Context: an optimization exercise on an open-source flow, tuned for a short achievable clock period and few clock cycles per item. The choices shown serve that exercise and are no tape-out recipe. Only simulation tests tie the RTL to the original design; equivalence was not proved. The flow treats the clock pin as an ideal source, which a real chip does not have. Power is estimated from default activity; no workload was simulated.

$ cat flow/run.sh
#!/bin/bash
# Layout flow: the standard ORFS flow (standard.sh), run one stage at a time
# with stage-specific repair effort:
#  - floorplan: the timing repair there works on wire-load estimates before any
#    buffering, so it runs without the setup slack margin on the worst endpoints;
#  - place: the port buffers that the standard flow inserts are buf_8 cells;
#  - cts: timing repair on every endpoint, with the margin of config.mk;
#  - route: timing repair after global routing on the worst endpoints only.
# Each stage writes its full output to its own log in this folder.
set -euo pipefail
bash standard.sh synth > log_1_synth.txt 2>&1
bash standard.sh SETUP_SLACK_MARGIN=0 TNS_END_PERCENT=5 floorplan > log_2_floorplan.txt 2>&1
bash standard.sh "BUFFER_PORTS_ARGS=-buffer_cell sky130_fd_sc_hd__buf_8" place > log_3_place.txt 2>&1
bash standard.sh TNS_END_PERCENT=100 cts > log_4_cts.txt 2>&1
bash standard.sh TNS_END_PERCENT=10 route > log_5_route.txt 2>&1
bash standard.sh finish > log_6_finish.txt 2>&1
$ cat standard.sh
#!/bin/bash
# synth_recipe.tcl (not shown) runs the flow's synth.tcl, then flattens the netlist and writes it again
# the make line also repeats each setting of config.mk as NAME=value (left out here)
make -C /OpenROAD-flow-scripts/flow DESIGN_CONFIG=/design/flow/config.mk WORK_HOME=/design/flow/orfs CLKGATE_MAP_FILE= SYNTH_SCRIPT=/design/flow/synth_recipe.tcl "${@:-finish}"
$ cat config.mk
export PLATFORM = sky130hd
export DESIGN_NAME = mflow_top
export DESIGN_NICKNAME = mflow_top
export VERILOG_FILES = /design/flow/design.v
export SDC_FILE = /design/flow/constraint.sdc
export NUM_CORES = 4
export LEC_CHECK = 0
export ABC_CLOCK_PERIOD_IN_PS = 1500
export CAP_MARGIN = 20
export CORE_MARGIN = 2
export CORE_UTILIZATION = 45
export CTS_CLUSTER_DIAMETER = 80
export CTS_CLUSTER_SIZE = 25
export SETUP_SLACK_MARGIN = 3.6
export SLEW_MARGIN = 20
export TNS_END_PERCENT = 10
$ cat constraint.sdc
create_clock -name core_clock -period 6.5 [get_ports {clk}]
set_input_delay 1.3000 -clock core_clock [delete_from_list [all_inputs] [get_ports {clk}]]
set_output_delay 1.3000 -clock core_clock [all_outputs]
set_load 0.01 [all_outputs]
$ cat design.v
`timescale 1ns/1ps
package mflow_pkg;
   typedef logic [31:0] word_t;
   typedef logic [31:0] addr_t;
   typedef logic [31:0] vid_t;
   typedef logic [31:0] ts_t;
   typedef logic [2:0]  ttype_t;
   typedef struct packed {
      logic [63:0] args;
      ttype_t      ttype;
      vid_t        object;
      ts_t         ts;
   } task_t;
   typedef struct packed {
      addr_t addr;
   } rd_req_t;
   typedef struct packed {
      word_t data;
      addr_t addr;
   } wr_req_t;
   typedef struct packed {
      word_t data;    
      addr_t addr;
   } undo_entry_t;
   localparam ttype_t DISCHARGE_TASK  = 3'd0;
   localparam ttype_t GET_HEIGHT_TASK = 3'd1;
   localparam ttype_t PUSH_TASK       = 3'd2;
   localparam ttype_t RECEIVE_TASK    = 3'd3;
   localparam int VID_EXCESS_OFFSET = 0;
   localparam int VID_HEIGHT_OFFSET = 8;
   localparam int FLOW_BASE_WORD = 4;
   localparam int VERTEX_SHIFT = 6;    
endpackage
`timescale 1ns/1ps
module mf_hfifo #(
   parameter int W    = 32,
   parameter int AW   = 3,
   parameter int D    = 8,
   parameter int ROOM = 1
) (
   input  logic         clk,
   input  logic         rstn,
   input  logic         push0,
   input  logic [W-1:0] d0,
   input  logic         push1,
   input  logic [W-1:0] d1,
   input  logic         take,       
   output logic         hv,
   output logic [W-1:0] hd,
   output logic         room,
   output logic [W-1:0] nxt,        
   output logic         load        
);
   logic [W-1:0]  mem [D];
   logic [D-1:0]  woh;              
   logic [AW-1:0] rp;
   logic [AW:0]   cnt, cnt_p;
   logic          ne;
   assign nxt   = mem[rp];
   assign load  = (!hv || take) && ne;
   assign cnt_p = cnt + (AW+1)'(push0) + (AW+1)'(push1);
   always_ff @(posedge clk) begin
      if (!rstn) begin
         woh  <= D'(1);
         rp   <= '0;
         cnt  <= '0;
         ne   <= 1'b0;
         hv   <= 1'b0;
         room <= 1'b1;
      end else begin
         if (push1)      woh <= {woh[D-3:0], woh[D-1:D-2]};
         else if (push0) woh <= {woh[D-2:0], woh[D-1]};
         rp   <= rp + AW'(load);
         cnt  <= load ? cnt_p - (AW+1)'(1) : cnt_p;
         ne   <= load ? cnt_p > (AW+1)'(1) : cnt_p != '0;
         room <= load ? cnt_p <= (AW+1)'(D - ROOM + 1) : cnt_p <= (AW+1)'(D - ROOM);
         if (load)      hv <= 1'b1;
         else if (take) hv <= 1'b0;
      end
   end
   always_ff @(posedge clk) begin
      if (load) hd <= mem[rp];
      for (int i = 0; i < D; i++) begin
         if (push0 && woh[i])                         mem[i] <= d0;
         else if (push1 && woh[(i + D - 1) % D])      mem[i] <= d1;
      end
   end
endmodule
module mflow_top (
   input  logic        clk,
   input  logic        rstn,
   input  logic        start,
   input  logic [31:0] task_in_ts,
   input  logic [31:0] task_in_object,
   input  logic [2:0]  task_in_ttype,
   input  logic [63:0] task_in_args,
   output logic        done,
   output logic        idle,
   output logic [31:0] task_out_ts,
   output logic [31:0] task_out_object,
   output logic [2:0]  task_out_ttype,
   output logic [63:0] task_out_args,
   output logic        task_out_valid,
   input  logic        task_out_ready,
   output logic [31:0] mem_rd_addr,
   output logic        mem_rd_valid,
   input  logic        mem_rd_ready,
   input  logic [31:0] mem_rd_data,
   input  logic        mem_rd_resp_valid,
   output logic [31:0] mem_wr_addr,
   output logic [31:0] mem_wr_data,
   output logic        mem_wr_valid,
   input  logic        mem_wr_ready,
   output logic [31:0] undo_addr,
   output logic [31:0] undo_data,
   output logic        undo_valid,
   input  logic        undo_ready
);
   localparam int RQ_AW = 3;  localparam int RQ_D = 1 << RQ_AW;    
   localparam int RB_AW = 4;  localparam int RB_D = 1 << RB_AW;    
   localparam int CQ_AW = 4;  localparam int CQ_D = 1 << CQ_AW;    
   localparam int UW_AW = 3;  localparam int UW_D = 1 << UW_AW;    
   localparam int KQ_AW = 2;  localparam int KQ_D = 1 << KQ_AW;    
   localparam int DQ_AW = 4;  localparam int DQ_D = 1 << DQ_AW;    
   localparam int HS_AW = 4;  localparam int HD = 1 << HS_AW;      
   function automatic logic [31:0] ks_add(input logic [31:0] a, input logic [31:0] b,
                                          input logic cin);
      logic [31:0] g, p, gg, pp;
      g = a & b;
      p = a ^ b;
      gg = g;
      pp = p;
      gg[0] = g[0] | (p[0] & cin);
      for (int d = 1; d < 32; d = d * 2) begin
         for (int i = 31; i >= d; i--) begin
            gg[i] = gg[i] | (pp[i] & gg[i-d]);
            pp[i] = pp[i] & pp[i-d];
         end
      end
      ks_add = p ^ {gg[30:0], cin};
   endfunction
   function automatic logic [1:0] amatch(input logic [31:0] x, input logic [31:0] y);
      logic lo, hi;
      lo = (x[13:2] == y[13:2]);
      hi = (x[31:14] == y[31:14]);
      amatch = {lo, lo && hi};
   endfunction
   logic [7:0] wa;    
   logic [7:0] wt;    
   logic [7:0] ca;    
   logic [7:0] ct;    
   logic u_take, w_take, k_take, r_take;
   logic        rv_q;
   logic [31:0] rdat_q;
   logic [1:0]  rc;           
   logic [31:0] base, src, snk;
   logic [25:0] base_hi1, base_hi2;
   logic        base_ok;
   logic        rb_push;
   always_ff @(posedge clk) begin
      if (!rstn) begin
         rv_q <= 1'b0;
         rc   <= 2'd0;
      end else begin
         rv_q <= mem_rd_resp_valid;
         if (rv_q && rc != 2'd3) rc <= rc + 2'd1;
      end
   end
   always_ff @(posedge clk) begin
      rdat_q <= mem_rd_data;
      if (rv_q && rc == 2'd0) begin
         base     <= rdat_q;
         base_hi1 <= rdat_q[31:6] + 26'd1;
         base_hi2 <= rdat_q[31:6] + 26'd2;
      end
      if (rv_q && rc == 2'd1) src <= rdat_q;
      if (rv_q && rc == 2'd2) snk <= rdat_q;
   end
   assign base_ok = (rc != 2'd0);
   assign rb_push = rv_q && (rc == 2'd3);
   logic [130:0] t0, t1;
   logic [1:0]   tq_n;
   logic         idle_q;
   logic         accept;
   logic         ag1_load;
   logic [130:0] t_in;
   assign accept = start && idle_q;
   assign idle   = idle_q;
   assign t_in   = {task_in_args, task_in_ttype, task_in_object, task_in_ts};
   always_ff @(posedge clk) begin
      if (!rstn) begin
         tq_n   <= 2'd0;
         idle_q <= 1'b0;
      end else begin
         tq_n   <= tq_n + 2'(accept) - 2'(ag1_load);
         idle_q <= (tq_n + 2'(accept) - 2'(ag1_load)) != 2'd2;
      end
   end
   always_ff @(posedge clk) begin
      if (ag1_load) begin
         if (tq_n == 2'd2) t0 <= t1;
         else              t0 <= t_in;
      end else if (tq_n == 2'd0) begin
         t0 <= t_in;
      end
      if (accept) t1 <= t_in;           
   end
   logic [31:0]  t_ts, t_obj, t_a0, t_a1;
   logic [2:0]   t_ty;
   logic [25:0]  s0, s1, s2;
   logic [6:0]   lo_h;
   logic [7:0]   lo_f;
   logic [31:0]  t_addr_a, t_addr_f;
   assign t_ts  = t0[31:0];
   assign t_obj = t0[63:32];
   assign t_ty  = t0[66:64];
   assign t_a0  = t0[98:67];
   assign t_a1  = t0[130:99];
   logic [31:0] s0w, s1w, s2w;
   assign s0w  = ks_add({6'd0, base[31:6]}, {6'd0, t_obj[25:0]}, 1'b0);
   assign s1w  = ks_add({6'd0, base_hi1},   {6'd0, t_obj[25:0]}, 1'b0);
   assign s2w  = ks_add({6'd0, base_hi2},   {6'd0, t_obj[25:0]}, 1'b0);
   assign s0   = s0w[25:0];
   assign s1   = s1w[25:0];
   assign s2   = s2w[25:0];
   assign lo_h = {1'b0, base[5:0]} + 7'd8;
   assign lo_f = {2'b0, base[5:0]} + 8'd16 + {2'b0, t_a0[3:0], 2'b00};
   assign t_addr_a = (t_ty == 3'd1) ? {(lo_h[6] ? s1 : s0), lo_h[5:0]} : {s0, base[5:0]};
   assign t_addr_f = {(lo_f[7] ? s2 : lo_f[6] ? s1 : s0), lo_f[5:0]};
   logic        ag1_v;
   logic        g_gh, g_rx;
   logic [7:0]  g_lof;
   logic [31:0] g_ts, g_x, g_a1, g_aa, g_af;
   logic        b_load;
   assign ag1_load = (tq_n != 2'd0) && base_ok && (!ag1_v || b_load);
   always_ff @(posedge clk) begin
      if (!rstn) begin
         ag1_v <= 1'b0;
      end else if (ag1_load) begin
         ag1_v <= 1'b1;
      end else if (b_load) begin
         ag1_v <= 1'b0;
      end
   end
   always_ff @(posedge clk) begin
      if (ag1_load) begin
         g_gh   <= (t_ty == 3'd1);
         g_rx   <= (t_ty == 3'd3);
         g_ts   <= t_ts;
         g_x    <= (t_ty == 3'd1) ? t_a0 : t_obj;    
         g_a1   <= t_a1;
         g_lof  <= lo_f;
         g_aa   <= t_addr_a;
         g_af   <= t_addr_f;
      end
   end
   logic [31:0]      h_addr [HD];
   logic [HS_AW-1:0] h_idx  [HD];
   logic [HD-1:0]    h_v;
   logic        b_v, b_gh, b_rx;
   logic [31:0] b_ts, b_x, b_a1, b_aa, b_af;
   logic [7:0]  b_lof;
   logic [HD-1:0] b_pa, b_fa, b_pf, b_ff;
   logic        b_fire, b_shift;
   logic        rq_room, cq_room;
   assign b_fire  = b_v && rq_room && cq_room;
   assign b_shift = b_fire && b_rx;
   assign b_load  = ag1_v && (!b_v || b_fire);
   logic [HD-1:0] n_pa, n_fa, n_pf, n_ff;
   always_comb begin
      logic [1:0] ma [HD];
      logic [1:0] mf [HD];
      logic [1:0] mae, maf, mfe, mff;
      for (int p = 0; p < HD; p++) begin
         ma[p] = h_v[p] ? amatch(g_aa, h_addr[p]) : 2'b00;
         mf[p] = h_v[p] ? amatch(g_af, h_addr[p]) : 2'b00;
      end
      mae = amatch(g_aa, b_aa);
      maf = amatch(g_aa, b_af);
      mfe = amatch(g_af, b_aa);
      mff = amatch(g_af, b_af);
      for (int p = 0; p < HD; p++) begin
         if (!b_shift) begin
            {n_pa[p], n_fa[p]} = ma[p];
            {n_pf[p], n_ff[p]} = mf[p];
         end else if (p == 0) begin
            {n_pa[p], n_fa[p]} = mae;
            {n_pf[p], n_ff[p]} = mfe;
         end else if (p == 1) begin
            {n_pa[p], n_fa[p]} = maf;
            {n_pf[p], n_ff[p]} = mff;
         end else begin
            {n_pa[p], n_fa[p]} = ma[p-2];
            {n_pf[p], n_ff[p]} = mf[p-2];
         end
      end
   end
   always_ff @(posedge clk) begin
      if (!rstn) begin
         b_v <= 1'b0;
      end else if (b_load) begin
         b_v <= 1'b1;
      end else if (b_fire) begin
         b_v <= 1'b0;
      end
   end
   always_ff @(posedge clk) begin
      if (b_load) begin
         b_gh   <= g_gh;
         b_rx   <= g_rx;
         b_ts   <= g_ts;
         b_x    <= g_x;
         b_a1   <= g_a1;
         b_lof  <= g_lof;
         b_aa   <= g_aa;
         b_af   <= g_af;
         b_pa   <= n_pa;
         b_fa   <= n_fa;
         b_pf   <= n_pf;
         b_ff   <= n_ff;
      end
   end
   logic             a_alias, f_alias, a_fwd, f_fwd;
   logic [HS_AW-1:0] a_idx, f_idx;
   always_comb begin
      logic [HD-1:0] oa, of;
      logic          sa, sf;
      a_alias = |(b_pa & ~b_fa);
      f_alias = |(b_pf & ~b_ff);
      sa = 1'b0;
      sf = 1'b0;
      for (int p = 0; p < HD; p++) begin
         oa[p] = b_fa[p] && !sa;
         of[p] = b_ff[p] && !sf;
         sa    = sa || b_fa[p];
         sf    = sf || b_ff[p];
      end
      a_fwd = sa && !a_alias;
      f_fwd = sf && !f_alias;
      a_idx = '0;
      f_idx = '0;
      for (int p = 0; p < HD; p++) begin
         a_idx = a_idx | (oa[p] ? h_idx[p] : '0);
         f_idx = f_idx | (of[p] ? h_idx[p] : '0);
      end
   end
   localparam int RQ_W = 40;
   logic [7:0] w_old;
   assign w_old = wa - 8'(HD);
   logic            rq_push0, rq_push1;
   logic [RQ_W-1:0] rq_d0, rq_d1;
   assign rq_push0 = b_fire && (b_gh || b_rx);
   assign rq_push1 = b_shift;
   assign rq_d0 = {(a_alias ? wa : w_old), b_aa};
   assign rq_d1 = {(f_alias ? wa : w_old), b_af};
   localparam int CQ_W = 2 + 3*32 + 8 + 2*(1+HS_AW) + 8;
   logic [CQ_W-1:0] cq_d;
   assign cq_d = {b_gh, b_rx, b_ts, b_x, b_a1, b_lof,
                  a_fwd, a_idx, f_fwd, f_idx, wa};
   always_ff @(posedge clk) begin
      if (!rstn) begin
         h_v <= '0;
         wa  <= '0;
      end else if (b_shift) begin
         h_v <= {h_v[HD-3:0], 2'b11};
         wa  <= wa + 8'd2;
      end
   end
   always_ff @(posedge clk) begin
      if (b_shift) begin
         for (int p = HD-1; p >= 2; p--) begin
            h_addr[p] <= h_addr[p-2];
            h_idx[p]  <= h_idx[p-2];
         end
         h_addr[0] <= b_aa;                         
         h_idx[0]  <= HS_AW'(wa + 8'd1);
         h_addr[1] <= b_af;                         
         h_idx[1]  <= HS_AW'(wa);
      end
   end
   logic [RQ_W-1:0]  rq_mem [RQ_D];
   logic [RQ_D-1:0]  rq_woh;       
   logic [RQ_AW-1:0] rq_rp;
   logic [RQ_AW:0]   rq_cnt, rq_cnt_n;
   logic [RQ_W-1:0]  rq_nxt;
   logic             rq_hv;
   logic [31:0]      rq_ha;
   logic [1:0]       hl;           
   logic [RB_AW:0]   rb_res, rb_res_n;    
   logic             rq_free, rq_nxt_ok, rq_load;
   logic [1:0]       c1_pop;
   logic [RQ_D-1:0]  rq_okf;
   logic             rb_full, rq_ne;
   assign rq_nxt    = rq_mem[rq_rp];
   assign r_take    = rq_hv && mem_rd_ready;
   assign rq_free   = !rq_hv || r_take;
   assign rq_nxt_ok = rq_ne && (hl == 2'd3) && !rb_full && rq_okf[rq_rp];
   assign rq_load   = rq_free && rq_nxt_ok;
   logic [RQ_AW:0] rq_cp;
   assign rq_cp    = rq_cnt + (RQ_AW+1)'(rq_push0) + (RQ_AW+1)'(rq_push1);
   assign rq_cnt_n = rq_load ? rq_cp - (RQ_AW+1)'(1) : rq_cp;
   assign rb_res_n = rq_load ? rb_res + (RB_AW+1)'(1) - (RB_AW+1)'(c1_pop)
                             : rb_res - (RB_AW+1)'(c1_pop);
   always_ff @(posedge clk) begin
      if (!rstn) begin
         rq_woh  <= RQ_D'(1);
         rq_rp   <= '0;
         rq_cnt  <= '0;
         rq_ne   <= 1'b0;
         rq_room <= 1'b1;
         rq_hv   <= 1'b1;           
         rq_ha   <= 32'h0;
         hl      <= 2'd1;
         rb_res  <= '0;
         rb_full <= 1'b0;
      end else begin
         if (rq_push1)      rq_woh <= {rq_woh[RQ_D-3:0], rq_woh[RQ_D-1:RQ_D-2]};
         else if (rq_push0) rq_woh <= {rq_woh[RQ_D-2:0], rq_woh[RQ_D-1]};
         rq_rp   <= rq_rp + RQ_AW'(rq_load);
         rq_cnt  <= rq_cnt_n;
         rq_ne   <= rq_load ? rq_cp > (RQ_AW+1)'(1) : rq_cp != '0;
         rq_room <= rq_load ? rq_cp <= (RQ_AW+1)'(RQ_D - 1) : rq_cp <= (RQ_AW+1)'(RQ_D - 2);
         rb_res  <= rb_res_n;
         case ({rq_load, c1_pop})
            3'b000:  rb_full <= rb_res == (RB_AW+1)'(RB_D);
            3'b001:  rb_full <= rb_res == (RB_AW+1)'(RB_D + 1);
            3'b010:  rb_full <= rb_res == (RB_AW+1)'(RB_D + 2);
            3'b100:  rb_full <= rb_res == (RB_AW+1)'(RB_D - 1);
            3'b101:  rb_full <= rb_res == (RB_AW+1)'(RB_D);
            3'b110:  rb_full <= rb_res == (RB_AW+1)'(RB_D + 1);
            default: rb_full <= 1'b0;
         endcase
         if (rq_free) begin
            if (hl != 2'd3) begin
               rq_hv <= 1'b1;
               rq_ha <= {28'd0, hl, 2'b00};
               hl    <= hl + 2'd1;
            end else if (rq_nxt_ok) begin
               rq_hv <= 1'b1;
               rq_ha <= rq_nxt[31:0];
            end else begin
               rq_hv <= 1'b0;
            end
         end
      end
   end
   logic [7:0] dw_a, dw_o;
   assign dw_a = wt - wa;
   assign dw_o = wt - w_old;
   always_ff @(posedge clk) begin
      for (int i = 0; i < RQ_D; i++) begin
         logic [7:0] d;
         if (rq_push0 && rq_woh[i]) begin
            rq_mem[i] <= rq_d0;
            d = a_alias ? dw_a : dw_o;
         end else if (rq_push1 && rq_woh[(i + RQ_D - 1) % RQ_D]) begin
            rq_mem[i] <= rq_d1;
            d = f_alias ? dw_a : dw_o;
         end else begin
            d = wt - rq_mem[i][39:32];
         end
         rq_okf[i] <= !d[7];
      end
   end
   assign mem_rd_valid = rq_hv;
   assign mem_rd_addr  = rq_ha;
   logic [31:0]      rb_mem [RB_D];
   logic [RB_AW-1:0] rb_wp;
   logic [RB_D-1:0]  rb_oh0, rb_oh1;      
   logic [RB_AW:0]   rb_cnt, rb_cnt_n;
   logic             rb_ge1, rb_ge2;
   logic [31:0]      rb0, rb1;
   always_comb begin
      rb0 = '0;
      rb1 = '0;
      for (int i = 0; i < RB_D; i++) begin
         rb0 = rb0 | (rb_oh0[i] ? rb_mem[i] : 32'd0);
         rb1 = rb1 | (rb_oh1[i] ? rb_mem[i] : 32'd0);
      end
   end
   logic [RB_AW:0] rb_cp;
   assign rb_cp    = rb_cnt + (RB_AW+1)'(rb_push);
   assign rb_cnt_n = rb_cp - (RB_AW+1)'(c1_pop);
   always_ff @(posedge clk) begin
      if (!rstn) begin
         rb_wp  <= '0;
         rb_oh0 <= RB_D'(1);
         rb_oh1 <= RB_D'(2);
         rb_cnt <= '0;
         rb_ge1 <= 1'b0;
         rb_ge2 <= 1'b0;
      end else begin
         rb_wp  <= rb_wp + RB_AW'(rb_push);
         if (c1_pop == 2'd2) begin
            rb_oh0 <= {rb_oh0[RB_D-3:0], rb_oh0[RB_D-1:RB_D-2]};
            rb_oh1 <= {rb_oh1[RB_D-3:0], rb_oh1[RB_D-1:RB_D-2]};
         end else if (c1_pop == 2'd1) begin
            rb_oh0 <= {rb_oh0[RB_D-2:0], rb_oh0[RB_D-1]};
            rb_oh1 <= {rb_oh1[RB_D-2:0], rb_oh1[RB_D-1]};
         end
         rb_cnt <= rb_cnt_n;
         case (c1_pop)
            2'd0:    begin rb_ge1 <= rb_cp >= (RB_AW+1)'(1); rb_ge2 <= rb_cp >= (RB_AW+1)'(2); end
            2'd1:    begin rb_ge1 <= rb_cp >= (RB_AW+1)'(2); rb_ge2 <= rb_cp >= (RB_AW+1)'(3); end
            default: begin rb_ge1 <= rb_cp >= (RB_AW+1)'(3); rb_ge2 <= rb_cp >= (RB_AW+1)'(4); end
         endcase
      end
   end
   logic [RB_D-1:0] rb_z;         
   logic            rbz0;
   always_ff @(posedge clk) begin
      if (rb_push) begin
         rb_mem[rb_wp] <= rdat_q;
         rb_z[rb_wp]   <= (rdat_q == 32'd0);
      end
   end
   assign rbz0 = |(rb_oh0 & rb_z);
   logic            c1_v;
   logic [CQ_W-1:0] c1, cq_nxt;
   logic            c1_fire, cq_load;
   mf_hfifo #(.W(CQ_W), .AW(CQ_AW), .D(CQ_D), .ROOM(1)) u_cq (
      .clk(clk), .rstn(rstn),
      .push0(b_fire), .d0(cq_d), .push1(1'b0), .d1('0),
      .take(c1_fire), .hv(c1_v), .hd(c1), .room(cq_room),
      .nxt(cq_nxt), .load(cq_load)
   );
   logic             c1_gh, c1_rx, c1_fa, c1_ff;
   logic [31:0]      c1_ts, c1_x, c1_a1;
   logic [7:0]       c1_lo;
   logic [HS_AW-1:0] c1_sa, c1_sf;
   logic [7:0]       c1_wseq;
   assign {c1_gh, c1_rx, c1_ts, c1_x, c1_a1, c1_lo,
           c1_fa, c1_sa, c1_ff, c1_sf, c1_wseq} = c1;
   logic [7:0]       c2_wseq;
   logic [HS_AW-1:0] c2_if, c2_ie;
   logic             c2_v, c2_rx;
   assign c2_if = HS_AW'(c2_wseq);
   assign c2_ie = HS_AW'(c2_wseq + 8'd1);
   logic uw_room, kq_room, dq_room;
   logic rb_ok;
   assign rb_ok = c1_rx ? rb_ge2 : (c1_gh ? rb_ge1 : 1'b1);
   logic [1:0] c1_wait;
   logic       c1_dep;
   logic             q_fa, q_ff;
   logic [HS_AW-1:0] q_sa, q_sf, w_f, w_e;
   assign q_fa = cq_nxt[2*HS_AW+9];
   assign q_sa = cq_nxt[HS_AW+9 +: HS_AW];
   assign q_ff = cq_nxt[HS_AW+8];
   assign q_sf = cq_nxt[8 +: HS_AW];
   assign w_f  = HS_AW'(c1_wseq);
   assign w_e  = HS_AW'(c1_wseq + 8'd1);
   logic dep2, dep1;
   assign dep2 = c1_fire && c1_rx &&
                 ((q_fa && (q_sa == w_f || q_sa == w_e)) ||
                  (q_ff && (q_sf == w_f || q_sf == w_e)));
   assign dep1 = c2_v && c2_rx &&
                 ((q_fa && (q_sa == c2_if || q_sa == c2_ie)) ||
                  (q_ff && (q_sf == c2_if || q_sf == c2_ie)));
   always_ff @(posedge clk) begin
      if (!rstn)              c1_wait <= 2'd0;
      else if (cq_load)       c1_wait <= dep2 ? 2'd2 : dep1 ? 2'd1 : 2'd0;
      else if (c1_wait != 0)  c1_wait <= c1_wait - 2'd1;
   end
   assign c1_dep = (c1_wait != 2'd0);
   assign c1_fire = c1_v && !c1_dep && rb_ok && uw_room && kq_room && dq_room;
   assign c1_pop  = !c1_fire ? 2'd0 : c1_rx ? 2'd2 : c1_gh ? 2'd1 : 2'd0;
   logic        c2_gh, c2_zero, c2_term;
   logic [31:0] c2_ts, c2_x, c2_a1;
   logic [7:0]  c2_lo;
   logic [31:0] c2_opa, c2_opf;
   logic [31:0] c2_newf, c2_newe;
   logic [HD-1:0] c2_wof, c2_woe;         
   logic [31:0] vt [HD];      
   logic [HD-1:0] vt_z;       
   logic [31:0] c1_opa, c1_opf;
   always_comb begin
      c1_opa = c1_fa ? vt[c1_sa] : rb0;
      c1_opf = c1_ff ? vt[c1_sf] : rb1;
   end
   always_ff @(posedge clk) begin
      if (!rstn) c2_v <= 1'b0;
      else       c2_v <= c1_fire;
   end
   always_ff @(posedge clk) begin
      if (c1_fire) begin
         c2_gh   <= c1_gh;
         c2_rx   <= c1_rx;
         c2_ts   <= c1_ts;
         c2_x    <= c1_x;
         c2_a1   <= c1_a1;
         c2_lo   <= c1_lo;
         c2_opa  <= c1_opa;
         c2_opf  <= c1_opf;
         c2_wseq <= c1_wseq;
         c2_zero <= c1_fa ? vt_z[c1_sa] : rbz0;
         c2_term <= (c1_x == src) || (c1_x == snk);
         for (int i = 0; i < HD; i++) begin
            c2_wof[i] <= (HS_AW'(i) == HS_AW'(c1_wseq));
            c2_woe[i] <= (HS_AW'(i) == HS_AW'(c1_wseq + 8'd1));
         end
      end
   end
   logic c2_zf, c2_ze;
   assign c2_newf = ks_add(c2_opf, ~c2_a1, 1'b1);
   assign c2_newe = ks_add(c2_opa, c2_a1, 1'b0);
   assign c2_zf = (c2_opf == c2_a1);
   assign c2_ze = ((c2_opa ^ c2_a1) == {(c2_opa[30:0] | c2_a1[30:0]), 1'b0});
   logic [31:0] c2_s0w, c2_s1w, c2_s2w;
   logic [31:0] c2_aa, c2_af;
   assign c2_s0w = ks_add({6'd0, base[31:6]}, {6'd0, c2_x[25:0]}, 1'b0);
   assign c2_s1w = ks_add({6'd0, base_hi1},   {6'd0, c2_x[25:0]}, 1'b0);
   assign c2_s2w = ks_add({6'd0, base_hi2},   {6'd0, c2_x[25:0]}, 1'b0);
   assign c2_aa = {c2_s0w[25:0], base[5:0]};
   assign c2_af = {(c2_lo[7] ? c2_s2w[25:0] : c2_lo[6] ? c2_s1w[25:0] : c2_s0w[25:0]), c2_lo[5:0]};
   logic          c3_v, c3_gh, c3_rx, c3_wake, c3_zf, c3_ze;
   logic [31:0]   c3_ts, c3_x, c3_a1, c3_aa, c3_af, c3_opa, c3_opf, c3_newf, c3_newe;
   logic [7:0]    c3_wseq;
   logic [HD-1:0] c3_wof, c3_woe;
   always_ff @(posedge clk) begin
      if (!rstn) c3_v <= 1'b0;
      else       c3_v <= c2_v;
   end
   always_ff @(posedge clk) begin
      if (c2_v) begin
         c3_gh   <= c2_gh;
         c3_rx   <= c2_rx;
         c3_wake <= c2_rx && c2_zero && !c2_term;
         c3_zf   <= c2_zf;
         c3_ze   <= c2_ze;
         c3_ts   <= c2_ts;
         c3_x    <= c2_x;
         c3_a1   <= c2_a1;
         c3_aa   <= c2_aa;
         c3_af   <= c2_af;
         c3_opa  <= c2_opa;
         c3_opf  <= c2_opf;
         c3_newf <= c2_newf;
         c3_newe <= c2_newe;
         c3_wseq <= c2_wseq;
         c3_wof  <= c2_wof;
         c3_woe  <= c2_woe;
      end
   end
   logic k_push, uw_push;
   assign k_push  = c3_v && (c3_gh || c3_wake);
   assign uw_push = c3_v && c3_rx;
   always_ff @(posedge clk) begin
      for (int i = 0; i < HD; i++) begin
         if (uw_push && c3_wof[i]) begin
            vt[i]   <= c3_newf;
            vt_z[i] <= c3_zf;
         end else if (uw_push && c3_woe[i]) begin
            vt[i]   <= c3_newe;
            vt_z[i] <= c3_ze;
         end
      end
   end
   always_ff @(posedge clk) begin
      if (!rstn) ca <= '0;
      else       ca <= ca + 8'(k_push);
   end
   logic [95:0]    uw_mem [UW_D];
   logic [UW_D-1:0] uw_woh;               
   logic [UW_AW:0] uw_wp, uw_urp, uw_utk, uw_wrp;
   logic [UW_AW:0] uw_wp_n, uw_wrp_n;
   logic [UW_AW:0] uw_al;
   logic           uhv, whv, u_load, w_load;
   logic [63:0]    uhd, whd;
   logic [95:0]    uw_un, uw_wn;
   assign uw_un  = uw_mem[uw_urp[UW_AW-1:0]];
   assign uw_wn  = uw_mem[uw_wrp[UW_AW-1:0]];
   assign u_take = uhv && undo_ready;
   assign w_take = whv && mem_wr_ready;
   assign u_load = (!uhv || u_take) && (uw_urp != uw_wp);
   assign w_load = (!whv || w_take) && (uw_wrp != uw_utk);
   assign uw_wp_n  = uw_wp + (UW_AW+1)'(uw_push ? 2 : 0);
   assign uw_wrp_n = uw_wrp + (UW_AW+1)'(w_load);
   always_ff @(posedge clk) begin
      if (!rstn) begin
         uw_woh  <= UW_D'(1);
         uw_wp   <= '0;
         uw_urp  <= '0;
         uw_utk  <= '0;
         uw_wrp  <= '0;
         uhv     <= 1'b0;
         whv     <= 1'b0;
         uw_room <= 1'b1;
         uw_al   <= '0;
      end else begin
         if (uw_push) uw_woh <= {uw_woh[UW_D-3:0], uw_woh[UW_D-1:UW_D-2]};
         uw_wp   <= uw_wp_n;
         uw_urp  <= uw_urp + (UW_AW+1)'(u_load);
         uw_utk  <= uw_utk + (UW_AW+1)'(u_take);
         uw_wrp  <= uw_wrp_n;
         case ({c1_fire && c1_rx, w_load})
            2'b00:   uw_room <= uw_al <= (UW_AW+1)'(UW_D - 2);
            2'b01:   uw_room <= uw_al <= (UW_AW+1)'(UW_D - 1);
            2'b10:   uw_room <= uw_al <= (UW_AW+1)'(UW_D - 4);
            default: uw_room <= uw_al <= (UW_AW+1)'(UW_D - 3);
         endcase
         uw_al <= uw_al + (UW_AW+1)'((c1_fire && c1_rx) ? 2 : 0) - (UW_AW+1)'(w_load);
         if (u_load)      uhv <= 1'b1;
         else if (u_take) uhv <= 1'b0;
         if (w_load)      whv <= 1'b1;
         else if (w_take) whv <= 1'b0;
      end
   end
   always_ff @(posedge clk) begin
      if (u_load) uhd <= uw_un[95:32];
      if (w_load) whd <= {uw_wn[95:64], uw_wn[31:0]};
      for (int i = 0; i < UW_D; i++) begin
         if (uw_push && uw_woh[i])                          uw_mem[i] <= {c3_af, c3_opf, c3_newf};
         else if (uw_push && uw_woh[(i + UW_D - 1) % UW_D]) uw_mem[i] <= {c3_aa, c3_opa, c3_newe};
      end
   end
   assign undo_valid   = uhv;
   assign undo_addr    = uhd[63:32];
   assign undo_data    = uhd[31:0];
   assign mem_wr_valid = whv;
   assign mem_wr_addr  = whd[63:32];
   assign mem_wr_data  = whd[31:0];
   logic         kq_hv;
   logic [130:0] kq_hd, kq_d;
   assign kq_d = c3_gh ? {c3_a1, c3_opa, 3'd2, c3_x, c3_ts}
                       : {c3_ts, 32'd0, 3'd0, c3_x, c3_ts};
   mf_hfifo #(.W(131), .AW(KQ_AW), .D(KQ_D), .ROOM(2)) u_kq (
      .clk(clk), .rstn(rstn),
      .push0(k_push), .d0(kq_d), .push1(1'b0), .d1('0),
      .take(k_take), .hv(kq_hv), .hd(kq_hd), .room(),
      .nxt(), .load(kq_load)
   );
   logic [KQ_AW:0] kq_al;
   logic           kq_res, kq_rel, kq_load;
   assign kq_res = c1_fire && (c1_gh || c1_rx);
   assign kq_rel = c3_v && c3_rx && !c3_wake;
   always_ff @(posedge clk) begin
      if (!rstn) begin
         kq_al   <= '0;
         kq_room <= 1'b1;
      end else begin
         kq_al   <= kq_al + (KQ_AW+1)'(kq_res) - (KQ_AW+1)'(kq_rel) - (KQ_AW+1)'(kq_load);
         kq_room <= (kq_al + (KQ_AW+1)'(kq_res) - (KQ_AW+1)'(kq_rel) - (KQ_AW+1)'(kq_load))
                    <= (KQ_AW+1)'(KQ_D - 1);
      end
   end
   assign task_out_valid  = kq_hv;
   assign task_out_args   = kq_hd[130:67];
   assign task_out_ttype  = kq_hd[66:64];
   assign task_out_object = kq_hd[63:32];
   assign task_out_ts     = kq_hd[31:0];
   assign k_take          = kq_hv && task_out_ready;
   logic        dq_hv, d_take;
   logic [15:0] dq_hd;
   logic [7:0]  wmark;
   assign wmark = c3_rx ? c3_wseq + 8'd2 : c3_wseq;
   mf_hfifo #(.W(16), .AW(DQ_AW), .D(DQ_D), .ROOM(3)) u_dq (
      .clk(clk), .rstn(rstn),
      .push0(c3_v), .d0({wmark, ca + 8'(k_push)}), .push1(1'b0), .d1('0),
      .take(d_take), .hv(dq_hv), .hd(dq_hd), .room(dq_room),
      .nxt(), .load()
   );
   logic [7:0] wdiff, cdiff;
   logic [1:0] ht;    
   logic       done_q;
   assign wdiff  = wt - dq_hd[15:8];
   assign cdiff  = ct - dq_hd[7:0];
   assign d_take = dq_hv && !wdiff[7] && !cdiff[7] && (ht == 2'd3);
   assign done   = done_q;
   always_ff @(posedge clk) begin
      if (!rstn) begin
         wt     <= '0;
         ct     <= '0;
         ht     <= 2'd0;
         done_q <= 1'b0;
      end else begin
         wt     <= wt + 8'(w_take);
         ct     <= ct + 8'(k_take);
         if (r_take && ht != 2'd3) ht <= ht + 2'd1;
         done_q <= d_take;
      end
   end
endmodule
==> results.toml, run 1 <==
[outcome]
status = "timing/DRC/antenna clean"

[floorplanning]
initial_core_util_pct = 45.2
core-area_um2 = 685000
die_area_um2 = 695000
die_x_um = 834
ios = 468
fp-row-count = 304
die_y_um = 834

[drt]
firstDrtPassIters = 14
drc_errors = 0
dr_total_vias = 195000
wire_per_inst_um = 37.1
drt-vias-per-instance = 6.54
ant_nets = 0
drtIter0Drc = 31700
wl_um = 1110000

[timing]
setup_violations = 0
finClkSkew_ns = 0.112
worstMarginPinSlew_ns = 1.39
period_needed_ns = 3.34
min_period_over_period_pct = 51.3
clock.fmax_ghz = 0.300
hold_slack_ns = 0.253
relSlewSlack_pct = 6.91
finalMaxSlewViolations = 0
rsz0062_at_grt = "true"
tns_ns = 0
final_hold_viol_count = 0
finalWorstSetupSlack_ns = 3.16

[setup_path]
crit_path_end = "mem_wr_data[0]"
end_kind = "output port"
r2r_start = "rb_oh1[11]$_SDFFE_PN0P_"
reg2reg_depth = 6
critPathKind = "flip-flop to output port"
critPathBufInv = 1
worstPathArrival_ns = 2.04
path_cells = "buf_8"
worstPathMaxFanout = 1
rr_endpoint = "c2_opf[29]$_DFFE_PP_"
ff2ff_setup_slack_ns = 3.31
cp_slowest_cell = "edfxtp_1"
crit_path_start = "whd[0]$_DFFE_PP_"
startpoint_type = "flip-flop"
critPathTopFamily = "flip-flops"
worstPathRequired_ns = 5.20
max_stage_delay_ns = 0.64
cp.depth = 1

[placed_design]
io_buffers = 465
dp.cells = 28700
dp_hpwl_um = 657000
pre_cts_slack_ns = 2.23
place_congestion = 0.973
place_area_um2 = 330000

[cells_and_area]
finish.instance_area_um2 = 351000
fin_nets = 20900
final_core_util_pct = 51.2
syn_to_final_growth_pct = 13.4
drive_above_1_share_pct = 21.6
final_cells = 29900

[synth]
synth_seq_area_share_pct = 70.3
synth_seq_cells = 7347
yosys-top-cells-count = "edfxtp_1, mux2_2, a22oi_1"
synthArstFlopShare_pct = 0
yosysTopAreaCell = "edfxtp_1"
synth_area_um2 = 310000
synthTopCellsByArea = "edfxtp_1, mux2_2, xnor2_1"
ys_types = 101
synth_area_per_cell_um2 = 15.7
synthDominantCellAreaShare_pct = 68.4
yosys_warnings = 21
synth-main-ff-cell = "edfxtp_1"
synth_most_common_cell = "edfxtp_1"
synth-edff-count = 7051
syn_inst = 19700

[global_routing]
antenna_found_initial = 127
overflow = 0
first_global_vias = 184000
grt_pass1_wl_um = 1510000
grt_usage_pct = 30.9
grt_max_degree = 187

[run]
max-cap-violations = 0

[pwr]
power.density_nw_per_um2 = 294
p_leak_nw = 113
p_total_mw = 103
vdd_drop_max_uv = 267

[clock_network]
ctsHoldBuffers = 0
cts.sinks = 7347
cts_buffers = 407
worstSkewPairLatency_ns = 1.15
htreeDepth = 5
cts_root_buf = "clkbuf_16"
clockBufferDepth = 4
tritoncts = "done"
clk_pin_slew_worst_paths_ns = 0.09

[min_path]
hold_path.class = "input pin to flip-flop"
report_power, final:
part           internal (mW)  total, mW  switching [mW]
clock network           13.1       30.1            17.0
registers               54.0       56.2            2.17
logic                   6.34       17.1            10.7
total                   73.5        103            29.9
cells in the final DEF, fill, tap and decap left out, types with 48 or more instances in the layout:
master     count
edfxtp_1    7051
mux2_2      1542
a22oi_1     1123
xnor2_1      950
buf_4        696
a21oi_1      675
nand2_1      580
xor2_1       564
nand3_1      558
nor2_1       540
buf_8        485
a221oi_1     427
clkbuf_16    415
a22o_1       371
o21ai_0      357
nand4_1      329
ha_1         323
inv_1        280
dfxtp_1      229
mux4_2       219
mux2i_1      208
o22ai_1      161
o22a_1       136
nor3_1       130
nor4_1       126
and2_1       102
a21o_1        98
buf_6         86
buf_12        78
nand2b_1      73
clkbuf_1      72
a222oi_1      71
a211oi_1      63
and3_1        56
ha_4          54
diode_2       50
o21a_1        50
inv_6         50
nor2b_1       50
a31oi_1       48
registers in the layout, summed over array words and instances, names as in the netlist, 64 cells and up:
| name | count |
|---|---|
| u_cq.mem | 1968 |
| uw_mem | 768 |
| u_kq.mem | 516 |
| rb_mem | 512 |
| vt | 512 |
| h_addr | 480 |
| rq_mem | 312 |
| u_dq.mem | 240 |
| t0 | 131 |
| t1 | 131 |
| u_kq.hd | 129 |
| u_cq.hd | 123 |
| uhd | 64 |
| whd | 64 |
kinds of logic after synthesis:
group                      Yosys count  share of synthesized area, %
DFF                               7347                          70.3
xor gates and xnor gates          1537                          4.35
adders and majority gates          412                          1.70
muxes                             1973                          7.89
AOI/OAI and AO/OA                 4029                          9.33
other                                1                       0.00121
buffers and inverters             1580                          1.94
and+or+nand+nor                   2850                          4.50
metal layers:
layer,routed length [um],track usage (%),vias to the layer above
met5,360,0,-
met4,58900,13.2,50
met3,132000,6.98,2491
met2,490000,47.0,13300
met1,427000,43.0,100000
li1,-,-,79000
area by class of cell:
| class | instances | area (um^2) |
|---|---|---|
| Timing Repair inverter | 5 | 41.3 |
| Inverter | 342 | 1810 |
| Clock inverter | 225 | 2970 |
| Multi-Input combinational cell | 10800 | 89700 |
| Antenna cell | 50 | 125 |
| Fill cell | 56400 | 334000 |
| Sequential cell | 7347 | 218000 |
| Timing Repair Buffer | 1398 | 16600 |
| Tap cell | 9180 | 11500 |
| Clock buffer | 493 | 10700 |
worst min-delay path by stage:
stage / startpoint / slack, ns / endpoint / cells past startpoint
after floorplan: g_a1[0]$_DFFE_PP_ / 0.40 / b_a1[0]$_DFFE_PP_ / 0
after global placement: g_x[1]$_DFFE_PP_ / 0.40 / b_x[1]$_DFFE_PP_ / 0
after detailed placement: g_ts[14]$_DFFE_PP_ / 0.40 / b_ts[14]$_DFFE_PP_ / 0
after CTS: mem_rd_data[31] / 0.17 / rdat_q[31]$_DFF_P_ / 1
after global routing: mem_rd_data[27] / 0.21 / rdat_q[27]$_DFF_P_ / 1
final: mem_rd_data[20] / 0.25 / rdat_q[20]$_DFF_P_ / 1
what timing repair did:
action,in CTS,in global routing
pin swaps,180,77
setup buffers,295,41
cloned,46,0
hold endpoints to repair,0,0
gates resized for setup,742,69
endpoints found under the setup margin,5833,816
Testbench counts, summed over its fixed seeds: cycles 20,235, tasks 12,000.
==> run 2, diff against run 1 <==
--- a/design.v
+++ b/design.v
@@ -37,5 +37,6 @@
    parameter int AW   = 3,
    parameter int D    = 8,
-   parameter int ROOM = 1
+   parameter int ROOM = 1,
+   parameter bit PLAIN_HEAD = 0    
 ) (
    input  logic         clk,
@@ -79,6 +80,16 @@
       end
    end
+   if (PLAIN_HEAD) begin : g_plain
+      logic [W-1:0] hd_b;
+      always_ff @(posedge clk) begin
+         hd   <= load ? mem[rp] : hd_b;
+         hd_b <= load ? mem[rp] : hd;
+      end
+   end else begin : g_en
+      always_ff @(posedge clk) begin
+         if (load) hd <= mem[rp];
+      end
+   end
    always_ff @(posedge clk) begin
-      if (load) hd <= mem[rp];
       for (int i = 0; i < D; i++) begin
          if (push0 && woh[i])                         mem[i] <= d0;
@@ -183,5 +194,5 @@
    logic         idle_q;
    logic         accept;
-   logic         ag1_load;
+   logic         a_load, ag1_load;
    logic [130:0] t_in;
    assign accept = start && idle_q;
@@ -193,10 +204,10 @@
          idle_q <= 1'b0;
       end else begin
-         tq_n   <= tq_n + 2'(accept) - 2'(ag1_load);
-         idle_q <= (tq_n + 2'(accept) - 2'(ag1_load)) != 2'd2;
+         tq_n   <= tq_n + 2'(accept) - 2'(a_load);
+         idle_q <= (tq_n + 2'(accept) - 2'(a_load)) != 2'd2;
       end
    end
    always_ff @(posedge clk) begin
-      if (ag1_load) begin
+      if (a_load) begin
          if (tq_n == 2'd2) t0 <= t1;
          else              t0 <= t_in;
@@ -208,8 +219,6 @@
    logic [31:0]  t_ts, t_obj, t_a0, t_a1;
    logic [2:0]   t_ty;
-   logic [25:0]  s0, s1, s2;
    logic [6:0]   lo_h;
    logic [7:0]   lo_f;
-   logic [31:0]  t_addr_a, t_addr_f;
    assign t_ts  = t0[31:0];
    assign t_obj = t0[63:32];
@@ -217,40 +226,80 @@
    assign t_a0  = t0[98:67];
    assign t_a1  = t0[130:99];
-   logic [31:0] s0w, s1w, s2w;
-   assign s0w  = ks_add({6'd0, base[31:6]}, {6'd0, t_obj[25:0]}, 1'b0);
-   assign s1w  = ks_add({6'd0, base_hi1},   {6'd0, t_obj[25:0]}, 1'b0);
-   assign s2w  = ks_add({6'd0, base_hi2},   {6'd0, t_obj[25:0]}, 1'b0);
-   assign s0   = s0w[25:0];
-   assign s1   = s1w[25:0];
-   assign s2   = s2w[25:0];
    assign lo_h = {1'b0, base[5:0]} + 7'd8;
    assign lo_f = {2'b0, base[5:0]} + 8'd16 + {2'b0, t_a0[3:0], 2'b00};
-   assign t_addr_a = (t_ty == 3'd1) ? {(lo_h[6] ? s1 : s0), lo_h[5:0]} : {s0, base[5:0]};
-   assign t_addr_f = {(lo_f[7] ? s2 : lo_f[6] ? s1 : s0), lo_f[5:0]};
+   logic [13:0] l0, l1, l2;
+   assign l0 = {1'b0, base[18:6]}     + {1'b0, t_obj[12:0]};
+   assign l1 = {1'b0, base_hi1[12:0]} + {1'b0, t_obj[12:0]};
+   assign l2 = {1'b0, base_hi2[12:0]} + {1'b0, t_obj[12:0]};
+   logic [13:0] t_la, t_lf;
+   logic [12:0] t_ba, t_bf;
+   logic [5:0]  t_oa;
+   always_comb begin
+      if (t_ty == 3'd1 && lo_h[6]) begin
+         t_la = l1;  t_ba = base_hi1[25:13];  t_oa = lo_h[5:0];
+      end else if (t_ty == 3'd1) begin
+         t_la = l0;  t_ba = base[31:19];      t_oa = lo_h[5:0];
+      end else begin
+         t_la = l0;  t_ba = base[31:19];      t_oa = base[5:0];
+      end
+      if (lo_f[7]) begin
+         t_lf = l2;  t_bf = base_hi2[25:13];
+      end else if (lo_f[6]) begin
+         t_lf = l1;  t_bf = base_hi1[25:13];
+      end else begin
+         t_lf = l0;  t_bf = base[31:19];
+      end
+   end
+   logic        a_v;
+   logic        a_gh, a_rx;
+   logic [31:0] a_ts, a_x, a_a1;
+   logic [13:0] a_la, a_lf;
+   logic [12:0] a_ba, a_bf, a_oh;
+   logic [5:0]  a_oa, a_of;
    logic        ag1_v;
    logic        g_gh, g_rx;
-   logic [7:0]  g_lof;
    logic [31:0] g_ts, g_x, g_a1, g_aa, g_af;
    logic        b_load;
-   assign ag1_load = (tq_n != 2'd0) && base_ok && (!ag1_v || b_load);
+   assign a_load   = (tq_n != 2'd0) && base_ok && (!a_v || ag1_load);
+   assign ag1_load = a_v && (!ag1_v || b_load);
    always_ff @(posedge clk) begin
       if (!rstn) begin
+         a_v   <= 1'b0;
          ag1_v <= 1'b0;
-      end else if (ag1_load) begin
-         ag1_v <= 1'b1;
-      end else if (b_load) begin
-         ag1_v <= 1'b0;
+      end else begin
+         if (a_load)        a_v <= 1'b1;
+         else if (ag1_load) a_v <= 1'b0;
+         if (ag1_load)      ag1_v <= 1'b1;
+         else if (b_load)   ag1_v <= 1'b0;
       end
    end
    always_ff @(posedge clk) begin
+      if (a_load) begin
+         a_gh <= (t_ty == 3'd1);
+         a_rx <= (t_ty == 3'd3);
+         a_ts <= t_ts;
+         a_x  <= (t_ty == 3'd1) ? t_a0 : t_obj;    
+         a_a1 <= t_a1;
+         a_la <= t_la;
+         a_lf <= t_lf;
+         a_ba <= t_ba;
+         a_bf <= t_bf;
+         a_oh <= t_obj[25:13];
+         a_oa <= t_oa;
+         a_of <= lo_f[5:0];
+      end
+   end
+   logic [12:0] u_a, u_f;
+   assign u_a = a_ba + a_oh + 13'(a_la[13]);
+   assign u_f = a_bf + a_oh + 13'(a_lf[13]);
+   always_ff @(posedge clk) begin
       if (ag1_load) begin
-         g_gh   <= (t_ty == 3'd1);
-         g_rx   <= (t_ty == 3'd3);
-         g_ts   <= t_ts;
-         g_x    <= (t_ty == 3'd1) ? t_a0 : t_obj;    
-         g_a1   <= t_a1;
-         g_lof  <= lo_f;
-         g_aa   <= t_addr_a;
-         g_af   <= t_addr_f;
+         g_gh <= a_gh;
+         g_rx <= a_rx;
+         g_ts <= a_ts;
+         g_x  <= a_x;
+         g_a1 <= a_a1;
+         g_aa <= {u_a, a_la[12:0], a_oa};
+         g_af <= {u_f, a_lf[12:0], a_of};
       end
    end
@@ -260,5 +309,4 @@
    logic        b_v, b_gh, b_rx;
    logic [31:0] b_ts, b_x, b_a1, b_aa, b_af;
-   logic [7:0]  b_lof;
    logic [HD-1:0] b_pa, b_fa, b_pf, b_ff;
    logic        b_fire, b_shift;
@@ -312,5 +360,4 @@
          b_x    <= g_x;
          b_a1   <= g_a1;
-         b_lof  <= g_lof;
          b_aa   <= g_aa;
          b_af   <= g_af;
@@ -354,7 +401,7 @@
    assign rq_d0 = {(a_alias ? wa : w_old), b_aa};
    assign rq_d1 = {(f_alias ? wa : w_old), b_af};
-   localparam int CQ_W = 2 + 3*32 + 8 + 2*(1+HS_AW) + 8;
+   localparam int CQ_W = 2 + 5*32 + 2*(1+HS_AW) + 8;
    logic [CQ_W-1:0] cq_d;
-   assign cq_d = {b_gh, b_rx, b_ts, b_x, b_a1, b_lof,
+   assign cq_d = {b_gh, b_rx, b_ts, b_x, b_a1, b_aa, b_af,
                   a_fwd, a_idx, f_fwd, f_idx, wa};
    always_ff @(posedge clk) begin
@@ -385,5 +432,5 @@
    logic [RQ_W-1:0]  rq_nxt;
    logic             rq_hv;
-   logic [31:0]      rq_ha;
+   logic [31:0]      rq_ha, rq_ha_b, rq_ha_n;
    logic [1:0]       hl;           
    logic [RB_AW:0]   rb_res, rb_res_n;    
@@ -410,5 +457,4 @@
          rq_room <= 1'b1;
          rq_hv   <= 1'b1;           
-         rq_ha   <= 32'h0;
          hl      <= 2'd1;
          rb_res  <= '0;
@@ -434,9 +480,7 @@
             if (hl != 2'd3) begin
                rq_hv <= 1'b1;
-               rq_ha <= {28'd0, hl, 2'b00};
                hl    <= hl + 2'd1;
             end else if (rq_nxt_ok) begin
                rq_hv <= 1'b1;
-               rq_ha <= rq_nxt[31:0];
             end else begin
                rq_hv <= 1'b0;
@@ -463,4 +507,11 @@
       end
    end
+   logic rq_ha_ld;
+   assign rq_ha_ld = !rstn || (rq_free && hl != 2'd3) || rq_load;
+   assign rq_ha_n  = !rstn ? 32'h0 : (hl != 2'd3) ? {28'd0, hl, 2'b00} : rq_nxt[31:0];
+   always_ff @(posedge clk) begin
+      rq_ha   <= rq_ha_ld ? rq_ha_n : rq_ha_b;
+      rq_ha_b <= rq_ha_ld ? rq_ha_n : rq_ha;
+   end
    assign mem_rd_valid = rq_hv;
    assign mem_rd_addr  = rq_ha;
@@ -526,9 +577,8 @@
    );
    logic             c1_gh, c1_rx, c1_fa, c1_ff;
-   logic [31:0]      c1_ts, c1_x, c1_a1;
-   logic [7:0]       c1_lo;
+   logic [31:0]      c1_ts, c1_x, c1_a1, c1_aa, c1_af;
    logic [HS_AW-1:0] c1_sa, c1_sf;
    logic [7:0]       c1_wseq;
-   assign {c1_gh, c1_rx, c1_ts, c1_x, c1_a1, c1_lo,
+   assign {c1_gh, c1_rx, c1_ts, c1_x, c1_a1, c1_aa, c1_af,
            c1_fa, c1_sa, c1_ff, c1_sf, c1_wseq} = c1;
    logic [7:0]       c2_wseq;
@@ -566,6 +616,5 @@
    assign c1_pop  = !c1_fire ? 2'd0 : c1_rx ? 2'd2 : c1_gh ? 2'd1 : 2'd0;
    logic        c2_gh, c2_zero, c2_term;
-   logic [31:0] c2_ts, c2_x, c2_a1;
-   logic [7:0]  c2_lo;
+   logic [31:0] c2_ts, c2_x, c2_a1, c2_aa, c2_af;
    logic [31:0] c2_opa, c2_opf;
    logic [31:0] c2_newf, c2_newe;
@@ -589,5 +638,6 @@
          c2_x    <= c1_x;
          c2_a1   <= c1_a1;
-         c2_lo   <= c1_lo;
+         c2_aa   <= c1_aa;
+         c2_af   <= c1_af;
          c2_opa  <= c1_opa;
          c2_opf  <= c1_opf;
@@ -606,11 +656,4 @@
    assign c2_zf = (c2_opf == c2_a1);
    assign c2_ze = ((c2_opa ^ c2_a1) == {(c2_opa[30:0] | c2_a1[30:0]), 1'b0});
-   logic [31:0] c2_s0w, c2_s1w, c2_s2w;
-   logic [31:0] c2_aa, c2_af;
-   assign c2_s0w = ks_add({6'd0, base[31:6]}, {6'd0, c2_x[25:0]}, 1'b0);
-   assign c2_s1w = ks_add({6'd0, base_hi1},   {6'd0, c2_x[25:0]}, 1'b0);
-   assign c2_s2w = ks_add({6'd0, base_hi2},   {6'd0, c2_x[25:0]}, 1'b0);
-   assign c2_aa = {c2_s0w[25:0], base[5:0]};
-   assign c2_af = {(c2_lo[7] ? c2_s2w[25:0] : c2_lo[6] ? c2_s1w[25:0] : c2_s0w[25:0]), c2_lo[5:0]};
    logic          c3_v, c3_gh, c3_rx, c3_wake, c3_zf, c3_ze;
    logic [31:0]   c3_ts, c3_x, c3_a1, c3_aa, c3_af, c3_opa, c3_opf, c3_newf, c3_newe;
@@ -666,5 +709,5 @@
    logic [UW_AW:0] uw_al;
    logic           uhv, whv, u_load, w_load;
-   logic [63:0]    uhd, whd;
+   logic [63:0]    uhd, whd, uhd_b, whd_b;
    logic [95:0]    uw_un, uw_wn;
    assign uw_un  = uw_mem[uw_urp[UW_AW-1:0]];
@@ -707,6 +750,8 @@
    end
    always_ff @(posedge clk) begin
-      if (u_load) uhd <= uw_un[95:32];
-      if (w_load) whd <= {uw_wn[95:64], uw_wn[31:0]};
+      uhd   <= u_load ? uw_un[95:32] : uhd_b;
+      uhd_b <= u_load ? uw_un[95:32] : uhd;
+      whd   <= w_load ? {uw_wn[95:64], uw_wn[31:0]} : whd_b;
+      whd_b <= w_load ? {uw_wn[95:64], uw_wn[31:0]} : whd;
       for (int i = 0; i < UW_D; i++) begin
          if (uw_push && uw_woh[i])                          uw_mem[i] <= {c3_af, c3_opf, c3_newf};
@@ -724,5 +769,5 @@
    assign kq_d = c3_gh ? {c3_a1, c3_opa, 3'd2, c3_x, c3_ts}
                        : {c3_ts, 32'd0, 3'd0, c3_x, c3_ts};
-   mf_hfifo #(.W(131), .AW(KQ_AW), .D(KQ_D), .ROOM(2)) u_kq (
+   mf_hfifo #(.W(131), .AW(KQ_AW), .D(KQ_D), .ROOM(2), .PLAIN_HEAD(1)) u_kq (
       .clk(clk), .rstn(rstn),
       .push0(k_push), .d0(kq_d), .push1(1'b0), .d1('0),
==> run 2 against run 1 <==
Net effect: still clean on timing, DRC and antenna; register-to-register slack better by 0.04 ns; critical path depth rose by 1; wire length increased by 5.7%; die area up 14%; worst setup slack improved by 0.18 ns; worst hold slack lost 0.012 ns; final cell count up 12%; clock skew down 0.00084 ns; area after synthesis grew 14%; largest cell class unchanged.
==> results.toml, run 2 <==
[cells_and_area]
syn_to_final_growth_pct = 12.4
final_core_util_pct = 50.7
reg_top3 = "u_cq.mem: 2832 flops, uw_mem: 768 flops, u_kq.mem: 516 flops"
final_cell_mix = "edfxtp_1, mux2_2, a22oi_1"
final_common_cell = "edfxtp_1"
drive_above_1_share_pct = 20.8
finish.instance_area_um2 = 397000
final_cells = 33500
fin_nets = 23000
largest_reg_flops = 2832
n_fill_cell = 64700
top_register = "u_cq.mem"

[setup_path]
r2r_start = "c2_a1[2]$_DFFE_PP_"
end_kind = "output port"
critPathKind = "flip-flop to output port"
rr_endpoint = "c3_newe[31]$_DFFE_PP_"
crit_path_end = "task_out_ttype[2]"
worstPathMaxFanout = 2
ff2ff_setup_slack_ns = 3.35
startpoint_type = "flip-flop"
worstPathRequired_ns = 5.20
crit_path_start = "u_kq.hd[66]$_SDFF_PP0_"
reg2reg_depth = 12
worstPathArrival_ns = 1.85

[synth]
synth_most_common_cell = "edfxtp_1"
yosys-top-cells-count = "edfxtp_1, mux2_2, a22oi_1"
yosysTopAreaCell = "edfxtp_1"
synthArstFlopShare_pct = 0
synth_area_per_cell_um2 = 16.0
synthTopCellsByArea = "edfxtp_1, mux2_2, dfxtp_1"
synth-edff-count = 7935
ys_types = 95
syn_inst = 22100
synth_seq_cells = 8782
synth_area_um2 = 353000
yosys_warnings = 21
synth_seq_area_share_pct = 72.3
synth-main-ff-cell = "edfxtp_1"
synthDominantCellAreaShare_pct = 67.5

[timing]
rsz0062_at_grt = "true"
setup_violations = 0
tns_ns = 0
finalWorstSetupSlack_ns = 3.35
finClkSkew_ns = 0.112
final_hold_viol_count = 0
hold_slack_ns = 0.241
period_needed_ns = 3.15
min_period_over_period_pct = 48.5
clock.fmax_ghz = 0.317
relSlewSlack_pct = 12.0
worstMarginPinSlew_ns = 1.32
finalMaxSlewViolations = 0

[placed_design]
dp.cells = 32200
io_buffers = 467
place_area_um2 = 375000
pre_cts_slack_ns = 1.87
dp_hpwl_um = 692000
place_congestion = 0.911

[clock_network]
cts_root_buf = "clkbuf_16"
ctsHoldBuffers = 0
tritoncts = "done"
worstSkewPairLatency_ns = 1.19
clockBufferDepth = 4
htreeDepth = 5
cts.sinks = 8782
cts_buffers = 458
clk_pin_slew_worst_paths_ns = 0.10

[global_routing]
use_met3_pct = 5.70
grt_max_degree = 166
grt_use_met2_pct = 44.0
first_global_vias = 203000
overflow = 0
busiest_layer = "met2"
grt_pass1_wl_um = 1610000
antenna_found_initial = 143
grt_usage_pct = 28.5
grt_use_met1_pct = 39.9

[floorplanning]
die_area_um2 = 792000
die_y_um = 890
ios = 468
core-area_um2 = 782000
die_x_um = 890
fp-row-count = 325
initial_core_util_pct = 45.1

[drt]
wire_per_inst_um = 35.0
drc_errors = 0
drt-vias-per-instance = 6.36
dr_total_vias = 213000
ant_nets = 0
firstDrtPassIters = 10
drtIter0Drc = 33200
wl_um = 1170000

[pwr]
vdd_drop_max_uv = 304
intPower_mw = 89.9
swShare_pct = 29.5
combPwrFrac_pct = 18.9
power_frac_clock_pct = 26.9
seqPwrFrac_pct = 54.2
power.density_nw_per_um2 = 321
p_leak_nw = 131
p_total_mw = 127
power_switching_mw = 37.5

[outcome]
status = "timing/DRC/antenna clean"

[run]
max-cap-violations = 0

[min_path]
hold_path.class = "input pin to flip-flop"
## run 2: worst max-delay path, stage by stage (launching register included)
cell,delay (ns)
dfxtp_4,0.36
buf_12,0.15
buf_8,0.14
## run 2: kinds of logic (layout without fill, tap and decap cells)
logic type / Yosys count / after routing / share of synthesized area [%]
AOI/OAI and AO/OA: 4501 / 4501 / 9.51
other: 0 / 134 / 0
muxes: 2013 / 2013 / 7.01
buffers and inverters: 1783 / 2543 / 1.94
DFF: 8782 / 8782 / 72.3
xor gates and xnor gates: 1461 / 1461 / 3.62
and+or+nand+nor: 3222 / 3232 / 4.43
adders and majority gates: 325 / 325 / 1.19
## run 2: per-layer routing
metal / vias up / share of wire (%)
met5: - / 0.019
met4: 32 / 4.8
met3: 2356 / 11
met2: 12800 / 45
met1: 110000 / 40
li1: 87800 / -
## run 2: what timing repair did
| item | 4_1_cts | 5_1_grt |
|---|---|---|
| setup buffers | 200 | 69 |
| cloned | 18 | 7 |
| setup endpoints to repair | 6661 | 2464 |
| pin swaps | 87 | 107 |
| gates resized for setup | 766 | 205 |
## run 2: area by class of cell
| type | count | area [um^2] | share of cell area, % |
|---|---|---|---|
| antenna | 134 | 335 | 0.0845 |
| timing repair buffer | 1407 | 16500 | 4.15 |
| tap | 10500 | 13100 | 3.30 |
| sequential | 8782 | 256000 | 64.5 |
| clock buffer | 564 | 12100 | 3.05 |
| clock inverter | 236 | 3190 | 0.804 |
| multi-input combinational | 11500 | 94200 | 23.7 |
| inverter | 329 | 1580 | 0.399 |
| timing repair inverter | 7 | 61.3 | 0.0154 |
## run 2: worst min path at each step
stage,from,to,slack (ns),cells past startpoint
CTS,mem_rd_data[23],rdat_q[23]$_DFF_P_,0.15,1
finish,mem_rd_data[23],rdat_q[23]$_DFF_P_,0.24,1
floorplan,rq_ha_b[2]$_DFF_P_,rq_ha[2]$_DFF_P_,0.40,2
global route,mem_rd_data[17],rdat_q[17]$_DFF_P_,0.20,1
global placement,t0[14]$_DFFE_PP_,a_ts[14]$_DFFE_PP_,0.40,0
detailed placement,t0[122]$_DFFE_PP_,a_a1[23]$_DFFE_PP_,0.40,0
## run 2: power by group through the flow
stage | clock network [mW] | registers [mW] | logic (mW)
3_3_place_gp | 0 | 70.1 | 21.8
2_1_floorplan | 0 | 68.1 | 12.1
3_5_place_dp | 0 | 70.2 | 22.1
6_report | 34.3 | 69.0 | 24.1
4_1_cts | 34.7 | 69.0 | 23.3
5_1_grt | 36.6 | 69.3 | 25.3
Testbench counts of run 2, summed over its fixed seeds: cycles 20,249, tasks 12,000.

[what the ideal ports hide]
In the flow no input, the clock included, has a driving cell. The finished layouts below were timed again as built, in two steps. Step 1 assumes that a clkbuf_16 drives the clock port and a buf_2 every other input. Step 2 adds t to the input delays and takes it off the output delays; t is the mean of the earliest and latest rising clock arrival at the registers after step 1. Input paths then give back, and output paths get back, about the clock's delay inside the block. a / b / c = no drivers / after step 1 / after step 2; a / b = the first two.
run	t, ns	setup slack, ns	worst slew at a driven data input, ns	pins driven straight from the clock port
run 1	1.238	3.163 / 3.025 / 2.827	0.16	1
run 2	1.297	3.345 / 3.190 / 2.780	0.26	1
After both steps every run listed still meets setup and hold. The setup slack of run 2, which loses most, moves by -0.155 ns with the drivers and by -0.565 ns with both steps.
